Background: an optimization exercise with open tools, aiming at small area, a short achievable clock period and few clock cycles per item. Do not read the settings as production practice. Function was checked by simulation only, so behaviour that the tests miss may differ from the original. Power is estimated from default activity; no workload was simulated.

==> flow/design.v <==
package cjti_pkg;
  localparam int POS_W = 32;
  localparam int MAG_W = POS_W + 1;
  localparam int Q_W = 25;
  localparam int MUL_A_W = MAG_W;
  localparam int MUL_B_W = Q_W;
  localparam int PROD_W = MUL_A_W + MUL_B_W;
  localparam int G_W = 35;
  localparam int IDX_W = 21;
  localparam logic [Q_W-1:0] Q_ONE = 25'h1000000;
  localparam logic [1:0] CMD_LOAD = 2'd0;
  localparam logic [1:0] CMD_RESTART = 2'd1;
  localparam logic [1:0] CMD_STEP = 2'd2;
  localparam logic [2:0] CFG_TAU_STEP = 3'd0;
  localparam logic [2:0] CFG_INV_DURATION = 3'd1;
  localparam logic [2:0] CFG_TIME_STEP = 3'd2;
  localparam logic [2:0] CFG_DURATION = 3'd3;
  localparam logic [2:0] CFG_POINT_COUNT = 3'd4;
  typedef enum logic [3:0] {
    OP_TAU,
    OP_TIME,
    OP_T2,
    OP_T3,
    OP_P,
    OP_G,
    OP_POS,
    OP_VLO,
    OP_VHI
  } op_t;
  typedef struct packed {
    logic load;
    logic restart;
    logic mul;
    logic wb;
    logic emit;
    logic last;
    op_t  op;
  } ctl_cmd_t;
  typedef struct packed {
    logic active;
  } dp_status_t;
  typedef struct packed {
    logic [1:0]              command;
    logic [2:0]              joint_select;
    logic signed [POS_W-1:0] start_position;
    logic signed [POS_W-1:0] goal_position;
  } item_t;
  typedef struct packed {
    logic [2:0]              joint_index;
    logic [26:0]             sample_time_us;
    logic signed [POS_W-1:0] position;
    logic signed [POS_W-1:0] velocity;
    logic [POS_W-2:0]        peak_speed;
    logic                    last_joint;
    logic                    final_sample;
  } result_t;
endpackage
module cjti_ctrl #(
  parameter int JOINTS = 6,
  parameter int JW = 3
) (
  input  logic                 clk,
  input  logic                 rst,
  input  logic                 start,
  input  logic [1:0]           command,
  input  cjti_pkg::dp_status_t status,
  output logic                 busy,
  output cjti_pkg::ctl_cmd_t   cmd,
  output logic [JW-1:0]        jcnt
);
  typedef enum logic [3:0] {
    ST_IDLE = 4'b0001,
    ST_MUL  = 4'b0010,
    ST_WB   = 4'b0100,
    ST_EMIT = 4'b1000
  } state_t;
  state_t          state, state_next;
  cjti_pkg::op_t   op, op_next;
  logic [JW-1:0]   jcnt_q;
  logic [JW-1:0]   jcnt_next;
  logic            accept;
  logic            last;
  assign busy = (state != ST_IDLE);
  assign accept = start && !busy;
  assign last = (jcnt == JW'(JOINTS - 1));
  assign jcnt = jcnt_q;
  always_comb begin
    state_next = state;
    op_next = op;
    jcnt_next = jcnt_q;
    case (state)
      ST_IDLE: begin
        if (accept && command == cjti_pkg::CMD_STEP && status.active) begin
          state_next = ST_MUL;
          op_next = cjti_pkg::OP_TAU;
          jcnt_next = '0;
        end
      end
      ST_MUL: begin
        state_next = ST_WB;
      end
      ST_WB: begin
        state_next = ST_MUL;
        case (op)
          cjti_pkg::OP_TAU:  op_next = cjti_pkg::OP_TIME;
          cjti_pkg::OP_TIME: op_next = cjti_pkg::OP_T2;
          cjti_pkg::OP_T2:   op_next = cjti_pkg::OP_T3;
          cjti_pkg::OP_T3:   op_next = cjti_pkg::OP_P;
          cjti_pkg::OP_P:    op_next = cjti_pkg::OP_G;
          cjti_pkg::OP_G:    op_next = cjti_pkg::OP_POS;
          cjti_pkg::OP_POS:  op_next = cjti_pkg::OP_VLO;
          cjti_pkg::OP_VLO:  op_next = cjti_pkg::OP_VHI;
          default:           state_next = ST_EMIT;
        endcase
      end
      ST_EMIT: begin
        if (last) begin
          state_next = ST_IDLE;
        end else begin
          state_next = ST_MUL;
          op_next = cjti_pkg::OP_POS;
          jcnt_next = jcnt_q + JW'(1);
        end
      end
      default: state_next = ST_IDLE;
    endcase
  end
  always_ff @(posedge clk) begin
    if (rst) begin
      state <= ST_IDLE;
      op <= cjti_pkg::OP_TAU;
      jcnt_q <= '0;
    end else begin
      state <= state_next;
      op <= op_next;
      jcnt_q <= jcnt_next;
    end
  end
  always_comb begin
    cmd.load = accept && command == cjti_pkg::CMD_LOAD;
    cmd.restart = accept && command == cjti_pkg::CMD_RESTART;
    cmd.mul = (state == ST_MUL);
    cmd.wb = (state == ST_WB);
    cmd.emit = (state == ST_EMIT);
    cmd.last = last;
    cmd.op = op;
  end
endmodule
module cjti_dp #(
  parameter int JOINTS = 6,
  parameter int JW = 3
) (
  input  logic                 clk,
  input  logic                 rst,
  input  cjti_pkg::ctl_cmd_t   cmd,
  input  logic [JW-1:0]        jcnt,
  input  cjti_pkg::item_t      item,
  input  logic                 cfg_valid,
  input  logic [2:0]           cfg_index,
  input  logic [26:0]          cfg_data,
  output cjti_pkg::dp_status_t status,
  output cjti_pkg::result_t    result,
  output logic                 result_valid
);
  localparam int PW = cjti_pkg::POS_W;
  localparam int AW = cjti_pkg::MUL_A_W;
  localparam int BW = cjti_pkg::MUL_B_W;
  localparam int RW = cjti_pkg::PROD_W;
  localparam int QW = cjti_pkg::Q_W;
  localparam int MW = cjti_pkg::MAG_W;
  localparam int GW = cjti_pkg::G_W;
  localparam int SW = PW + 3;
  localparam logic [PW-1:0] POS_MAX = {1'b0, {(PW-1){1'b1}}};
  localparam logic [PW-1:0] POS_MIN = {1'b1, {(PW-1){1'b0}}};
  logic [24:0] tau_step;
  logic [24:0] inverse_duration;
  logic [19:0] time_step_us;
  logic [26:0] duration_us;
  logic [20:0] point_count;
  logic signed [PW-1:0] start_table [JOINTS];
  logic signed [PW-1:0] goal_table [JOINTS];
  logic [cjti_pkg::IDX_W-1:0] sample_index;
  logic [PW-2:0] peak_speed;
  logic [QW-1:0] tau, t2, s, p;
  logic [26:0] t_us;
  logic [GW-1:0] g;
  logic [PW-1:0] pos;
  logic [RW-1:0] vacc;
  logic [AW-1:0] mul_a;
  logic [BW-1:0] mul_b;
  logic [RW-1:0] prod;
  logic [RW-1:0] rnd24, rnd16;
  logic [RW-25:0] q24;
  logic [QW-1:0] p6, t3_new, s_new;
  logic [26:0] t2x3, t3x2, sdiff;
  logic signed [PW-1:0] st_j, gl_j;
  logic [MW-1:0] d, mag;
  logic neg;
  logic [SW-1:0] r_ext, pos_sum;
  logic vbig;
  logic [PW-2:0] speed, peak_next;
  logic [PW-1:0] vel;
  logic final_s;
  assign st_j = start_table[jcnt];
  assign gl_j = goal_table[jcnt];
  assign d = {gl_j[PW-1], gl_j} - {st_j[PW-1], st_j};
  assign neg = d[MW-1];
  assign mag = neg ? -d : d;
  assign p6 = QW'({p, 2'b00}) + QW'({p, 1'b0});
  always_comb begin
    mul_a = '0;
    mul_b = '0;
    case (cmd.op)
      cjti_pkg::OP_TAU: begin
        mul_a = AW'(sample_index);
        mul_b = tau_step;
      end
      cjti_pkg::OP_TIME: begin
        mul_a = AW'(sample_index);
        mul_b = BW'(time_step_us);
      end
      cjti_pkg::OP_T2: begin
        mul_a = AW'(tau);
        mul_b = tau;
      end
      cjti_pkg::OP_T3: begin
        mul_a = AW'(t2);
        mul_b = tau;
      end
      cjti_pkg::OP_P: begin
        mul_a = AW'(tau);
        mul_b = cjti_pkg::Q_ONE - tau;
      end
      cjti_pkg::OP_G: begin
        mul_a = AW'(p6);
        mul_b = inverse_duration;
      end
      cjti_pkg::OP_POS: begin
        mul_a = mag;
        mul_b = s;
      end
      cjti_pkg::OP_VLO: begin
        mul_a = mag;
        mul_b = BW'(g[23:0]);
      end
      cjti_pkg::OP_VHI: begin
        mul_a = mag;
        mul_b = BW'(g[GW-1:24]);
      end
      default: begin
        mul_a = '0;
        mul_b = '0;
      end
    endcase
  end
  assign rnd24 = prod + RW'(1 << 23);
  assign rnd16 = prod + RW'(1 << 15);
  assign q24 = rnd24[RW-1:24];
  assign t3_new = q24[QW-1:0];
  assign t2x3 = 27'(t2) + 27'({t2, 1'b0});
  assign t3x2 = 27'({t3_new, 1'b0});
  assign sdiff = t2x3 - t3x2;
  assign s_new = (t3x2 > t2x3) ? '0 :
                 (sdiff > 27'(cjti_pkg::Q_ONE)) ? cjti_pkg::Q_ONE : sdiff[QW-1:0];
  assign r_ext = SW'(q24);
  assign pos_sum = {{3{st_j[PW-1]}}, st_j} + (neg ? -r_ext : r_ext);
  assign vbig = vacc > RW'(POS_MAX);
  assign speed = vbig ? POS_MAX[PW-2:0] : vacc[PW-2:0];
  assign vel = neg ? (vbig ? POS_MIN : -vacc[PW-1:0]) : (vbig ? POS_MAX : vacc[PW-1:0]);
  assign peak_next = (speed > peak_speed) ? speed : peak_speed;
  assign final_s = ({1'b0, sample_index} + 22'd1) == {1'b0, point_count};
  assign status.active = sample_index < point_count;
  always_ff @(posedge clk) begin
    if (cmd.mul) begin
      prod <= RW'(mul_a) * RW'(mul_b);
    end
    if (cmd.wb) begin
      case (cmd.op)
        cjti_pkg::OP_TAU:
          tau <= (prod > RW'(cjti_pkg::Q_ONE)) ? cjti_pkg::Q_ONE : prod[QW-1:0];
        cjti_pkg::OP_TIME:
          t_us <= (prod > RW'(duration_us)) ? duration_us : prod[26:0];
        cjti_pkg::OP_T2: t2 <= q24[QW-1:0];
        cjti_pkg::OP_T3: s <= s_new;
        cjti_pkg::OP_P: p <= q24[QW-1:0];
        cjti_pkg::OP_G: g <= rnd16[16 +: GW];
        cjti_pkg::OP_POS: pos <= pos_sum[PW-1:0];
        cjti_pkg::OP_VLO: vacc <= RW'(q24);
        cjti_pkg::OP_VHI: vacc <= vacc + prod;
        default: vacc <= vacc;
      endcase
    end
    if (cmd.emit) begin
      result.joint_index <= 3'(jcnt);
      result.sample_time_us <= t_us;
      result.position <= pos;
      result.velocity <= vel;
      result.peak_speed <= peak_next;
      result.last_joint <= cmd.last;
      result.final_sample <= final_s;
    end
  end
  always_ff @(posedge clk) begin
    if (rst) begin
      tau_step <= 25'd16777;
      inverse_duration <= 25'd65536;
      time_step_us <= 20'd1000;
      duration_us <= 27'd1000000;
      point_count <= 21'd1001;
      sample_index <= '0;
      peak_speed <= '0;
      result_valid <= 1'b0;
      for (int j = 0; j < JOINTS; j++) begin
        start_table[j] <= '0;
        goal_table[j] <= '0;
      end
    end else begin
      result_valid <= cmd.emit;
      if (cfg_valid) begin
        case (cfg_index)
          cjti_pkg::CFG_TAU_STEP:     tau_step <= cfg_data[24:0];
          cjti_pkg::CFG_INV_DURATION: inverse_duration <= cfg_data[24:0];
          cjti_pkg::CFG_TIME_STEP:    time_step_us <= cfg_data[19:0];
          cjti_pkg::CFG_DURATION:     duration_us <= cfg_data;
          cjti_pkg::CFG_POINT_COUNT:  point_count <= cfg_data[20:0];
          default:                    point_count <= point_count;
        endcase
      end
      if (cmd.load && {1'b0, item.joint_select} < 4'(JOINTS)) begin
        start_table[item.joint_select[JW-1:0]] <= item.start_position;
        goal_table[item.joint_select[JW-1:0]] <= item.goal_position;
      end
      if (cmd.restart) begin
        sample_index <= '0;
        peak_speed <= '0;
      end
      if (cmd.emit) begin
        peak_speed <= peak_next;
        if (cmd.last) begin
          sample_index <= sample_index + 21'd1;
        end
      end
    end
  end
endmodule
module cubic_joint_trajectory_interpolator (
  input  logic         clk,
  input  logic         rst,
  input  logic         start,
  output logic         busy,
  input  logic [1:0]   item_command,
  input  logic [2:0]   item_joint_select,
  input  logic [31:0]  item_start_position,
  input  logic [31:0]  item_goal_position,
  output logic [2:0]   result_joint_index,
  output logic [26:0]  result_sample_time_us,
  output logic [31:0]  result_position,
  output logic [31:0]  result_velocity,
  output logic [30:0]  result_peak_speed,
  output logic         result_last_joint,
  output logic         result_final_sample,
  output logic         result_valid,
  input  logic         cfg_valid,
  output logic         cfg_ready,
  input  logic [2:0]   cfg_index,
  input  logic [26:0]  cfg_data
);
  localparam int JOINTS = 6;
  localparam int JW = (JOINTS > 1) ? $clog2(JOINTS) : 1;
  cjti_pkg::ctl_cmd_t   cmd;
  cjti_pkg::dp_status_t status;
  cjti_pkg::item_t      item;
  cjti_pkg::result_t    result;
  logic [JW-1:0]        jcnt;
  assign cfg_ready = 1'b1;
  assign item.command = item_command;
  assign item.joint_select = item_joint_select;
  assign item.start_position = item_start_position;
  assign item.goal_position = item_goal_position;
  assign result_joint_index = result.joint_index;
  assign result_sample_time_us = result.sample_time_us;
  assign result_position = result.position;
  assign result_velocity = result.velocity;
  assign result_peak_speed = result.peak_speed;
  assign result_last_joint = result.last_joint;
  assign result_final_sample = result.final_sample;
  cjti_ctrl #(.JOINTS(JOINTS), .JW(JW)) u_ctrl (
    .clk(clk),
    .rst(rst),
    .start(start),
    .command(item.command),
    .status(status),
    .busy(busy),
    .cmd(cmd),
    .jcnt(jcnt)
  );
  cjti_dp #(.JOINTS(JOINTS), .JW(JW)) u_dp (
    .clk(clk),
    .rst(rst),
    .cmd(cmd),
    .jcnt(jcnt),
    .item(item),
    .cfg_valid(cfg_valid),
    .cfg_index(cfg_index),
    .cfg_data(cfg_data),
    .status(status),
    .result(result),
    .result_valid(result_valid)
  );
endmodule
==> flow/run.sh <==
#!/bin/bash
# synth_recipe.tcl (not shown) runs the flow's synth.tcl, then flattens the netlist and writes it again
# the make line also repeats each setting of config.mk as NAME=value (left out here)
make -C /OpenROAD-flow-scripts/flow DESIGN_CONFIG=/design/flow/config.mk WORK_HOME=/design/flow/orfs CLKGATE_MAP_FILE= SYNTH_SCRIPT=/design/flow/synth_recipe.tcl finish
==> flow/constraint.sdc <==
create_clock -name core_clock -period 12.5 [get_ports {clk}]
set_input_delay 2.5000 -clock core_clock [delete_from_list [all_inputs] [get_ports {clk}]]
set_output_delay 2.5000 -clock core_clock [all_outputs]
set_load 0.01 [all_outputs]
==> flow/config.mk <==
export PLATFORM = sky130hd
export DESIGN_NAME = cubic_joint_trajectory_interpolator
export DESIGN_NICKNAME = cubic_joint_trajectory_interpolator
export VERILOG_FILES = /design/flow/design.v
export SDC_FILE = /design/flow/constraint.sdc
export NUM_CORES = 4
export LEC_CHECK = 0
export CAP_MARGIN = 20
export CORE_MARGIN = 2
export CORE_UTILIZATION = 40
export SLEW_MARGIN = 20
==> flow_metrics.env <==
export IMPL_ir_drop_mv=0.150
export IMPL_r2r_cells=44
export IMPL_finalMaxSlewViolations=0
export IMPL_drtIter0Drc=7207
export IMPL_crit_required_ns=13.05
export IMPL_die_h_um=469
export IMPL_fin_crit_sh=0.965
export IMPL_relSlewSlack=0.165
export IMPL_ys_types=94
export IMPL_ys_warn_count=2
export IMPL_synth_largest_area_cell="edfxtp_1"
export IMPL_async_flop_share=0
export IMPL_grt_pass1_vias=67700
export IMPL_cts_sinks=1133
export IMPL_io_buffers=231
export IMPL_hp_start="u_dp.pos[5]$_DFFE_PP_"
export IMPL_n_fill_cell=20100
export IMPL_cp_start_kind="flip-flop"
export IMPL_synthDominantCellAreaShare=0.329
export IMPL_dpl_instance_area_mm2=0.0948
export IMPL_dp_cells=11700
export IMPL_synth_edf_count=948
export IMPL_drive_gt1_frac=0.0985
export IMPL_vias_per_cell=5.59
export IMPL_syn_cell_area_mm2=0.0865
export IMPL_max_stage_delay_ns=0.57
export IMPL_start_util=0.403
export IMPL_wl_per_cell_um=24.9
export IMPL_finalPower_mw=9.26
export IMPL_reg2reg_to="u_dp.prod[56]$_DFFE_PP_"
export IMPL_via_count=67000
export IMPL_worstPathArrival_ns=12.61
export IMPL_p_per_area_mw_per_mm2=93.0
export IMPL_rows=170
export IMPL_mostFrequentLayoutCell="nand2_1"
export IMPL_ctsHoldBuffers=0
export IMPL_synth_cells=8530
export IMPL_cts_tree="done"
export IMPL_totalWireLength_um=299000
export IMPL_max_freq_mhz=82.9
export IMPL_ys_top_cells_by_area="edfxtp_1, fa_1, ha_1"
export IMPL_dieArea_mm2=0.220
export IMPL_leakagePower_nw=40.8
export IMPL_core_mm2=0.215
export IMPL_nets=10300
export IMPL_ys_flop_type="edfxtp_1"
export IMPL_drc_errors=0
export IMPL_drtPass1Iterations=9
export IMPL_r2r_slack_ns=0.44
export IMPL_place_hpwl_um=227000
export IMPL_slowest_stage="or4_1"
export IMPL_maxCapViolCount=0
export IMPL_area_delta_synth_final_pct=15.1
export IMPL_min_to="u_dp.result[70]$_DFFE_PP_"
export IMPL_fin_crit_ns=12.06
export IMPL_grt_pass1_wl_um=443000
export IMPL_min_path_cells=0
export IMPL_clockBufferDepth=3
export IMPL_stdcell_area_mm2=0.0996
export IMPL_routabilityCongestion=0.981
export IMPL_synth_area_per_cell_um2=10.1
export IMPL_final_cell_mix="nand2_1, inv_1, edfxtp_1"
export IMPL_status="complete, no violations"
export IMPL_worst_pin_slew_ns=1.25
export IMPL_yosysSeqAreaShare=0.372
export IMPL_hold_viol_final=0
export IMPL_grt_ovfl_total=0
export IMPL_setup_viol=0
export IMPL_track_usage=0.271
export IMPL_clock_skew_ns=0.0547
export IMPL_finalSetupTns_ns=0
export IMPL_worstSetupPathType="flip-flop to flip-flop"
export IMPL_numCtsBuffers=130
export IMPL_critPathCaptureType="flip-flop"
export IMPL_path_common_cell="fa_1"
export IMPL_ios=233
export IMPL_root_buffer="clkbuf_16"
export IMPL_h_tree_depth=4
export IMPL_min_path_type="flip-flop to flip-flop"
export IMPL_grt_start_max_net_pins=85
export IMPL_antenna_left=0
export IMPL_fin_cells=12000
export IMPL_ys_seq_elements=1133
export IMPL_insertion_delay_ns=0.80
export IMPL_antenna_found_initial=23
export IMPL_cp_max_fo=25
export IMPL_die_w_um=469
export IMPL_path_clk_slew_ns=0.06
## how the worst max path moves through the flow
stage | to | slack (ns) | depth (start not counted)
CTS | u_dp.prod[55]$_DFFE_PP_ | 0.02 | 39
global route | u_dp.prod[44]$_DFFE_PP_ | -0.02 | 40
finish | u_dp.prod[56]$_DFFE_PP_ | 0.44 | 44
floorplan | u_dp.prod[55]$_DFFE_PP_ | 0.21 | 46
detailed placement | u_dp.prod[55]$_DFFE_PP_ | -0.21 | 41
global placement | u_dp.prod[56]$_DFFE_PP_ | -0.11 | 42
## registers in the layout, indices dropped and copies added, names as in the netlist, 27 cells and up, named ones only
signal and count:
u_dp.result 127, u_dp.peak_speed 31, u_dp.prod 58, u_dp.goal_table 256
u_dp.vacc 58, u_dp.start_table 256, u_dp.duration_us 27, u_dp.pos 32
u_dp.t_us 27, u_dp.g 35
## area by class of cell
class	count	area, um2	share of cell area
timing repair buffer	623	5620	0.0564
clock inverter	74	851	0.00854
multi-input combinational	6019	49700	0.499
inverter	1125	4230	0.0424
clock buffer	163	3480	0.0350
tap	2838	3550	0.0356
antenna	6	15.0	0.000151
sequential	1133	32200	0.323
## per-stage QoR
stage / util / hold WS (ns) / setup slack, ns
2_1_floorplan: - / 0.400 / 0.211
4_1_cts: 0.462 / 0.414 / 0.0167
6_report: 0.464 / 0.413 / 0.440
3_5_place_dp: 0.441 / 0.405 / -0.208
5_1_grt: 0.464 / 0.411 / -0.0212
3_3_place_gp: 0.441 / 0.400 / -0.107
## layer usage
metal	wire length, um	track usage	part of all wire
met1	120000	0.357	0.40
met2	135000	0.425	0.45
met3	26600	0.0583	0.089
met4	17200	0.132	0.058
met5	94	0	0.00031
## repair_timing
item	in CTS	in global routing
setup endpoints to repair	9	20
pin swaps	1	5
gates resized for setup	5	41
gates cloned	0	1
setup buffers	3	15
## cells by family (layout without fill, tap and decap cells)
| group | Yosys count | in the layout | synth area share |
|---|---|---|---|
| simple gates | 2760 | 2760 | 0.143 |
| buf+inv | 1505 | 1985 | 0.0660 |
| compound gates | 1297 | 1297 | 0.0969 |
| fa+ha+maj | 1190 | 1190 | 0.234 |
| flops | 1133 | 1133 | 0.372 |
| xor+xnor | 411 | 411 | 0.0417 |
| mux | 232 | 232 | 0.0462 |
| other cells | 2 | 135 | 0.0000868 |
## report_power, final
part | total (mW) | leakage, nW | internal [mW] | switching [mW]
Sequential | 4.23 | 10.6 | 4.18 | 0.0474
Combinational | 1.11 | 28.0 | 0.377 | 0.734
Clock | 3.92 | 2.11 | 2.25 | 1.67
## synthesized netlist by cell type (43+ instances only)
cell type	instances
xnor2_1	269
buf_1	62
or3_1	44
and2_1	192
a21o_1	132
nor2_1	776
o21ai_0	265
a21oi_1	408
and3_1	61
dfxtp_1	185
mux2_2	61
edfxtp_1	948
mux2i_1	43
nand2_1	1141
ha_1	474
nor3_1	97
nand3_1	135
nor2b_1	73
o211ai_1	44
inv_1	1122
clkbuf_1	291
xor2_1	141
nand4_1	64
a22oi_1	46
fa_1	716
a31oi_1	52
mux4_2	128
## worst max-delay path, delay by kind of cell (launching register included)
kind	cells	cell delay (ns)
adders and majority gates	10	4.31
AOI/OAI and AO/OA	16	4.11
buffers and inverters	10	1.08
and+or+nand+nor	4	0.88
muxes	2	0.68
DFF	1	0.43
xor gates and xnor gates	2	0.27
Testbench counts, summed over its fixed seeds: cycles 34,567, items 3,750.

[static timing again, ports no longer ideal]
The flow's constraints put no driver on any port. The routed layout listed below was extracted and timed again, unchanged, in two steps. Step 1 (the two cells are an assumption about what drives the block):
set clk [get_ports {clk}]
set_driving_cell -lib_cell sky130_fd_sc_hd__clkbuf_16 $clk
set_driving_cell -lib_cell sky130_fd_sc_hd__buf_2 [delete_from_list [all_inputs] $clk]
Step 2, shift: input delay + t, output delay - t, t = (earliest + latest rising clock arrival at the registers) / 2. This alone moves slack from input paths to output paths. Three values: no drivers, after step 1, after step 2; two values: the first two.
shift t [ns]: 0.847
slack for setup (ns): 0.440 / 0.440 / 0.440
clock arrival spread, ns: 0.055 / 0.055
slew at the worst register clock pin (ns): 0.07 / 0.07
cell pins on the clock port's net: 1
After both steps setup and hold are still met in this run. The setup slack of this run moves by 0.000 ns with the drivers and by 0.000 ns with both steps.
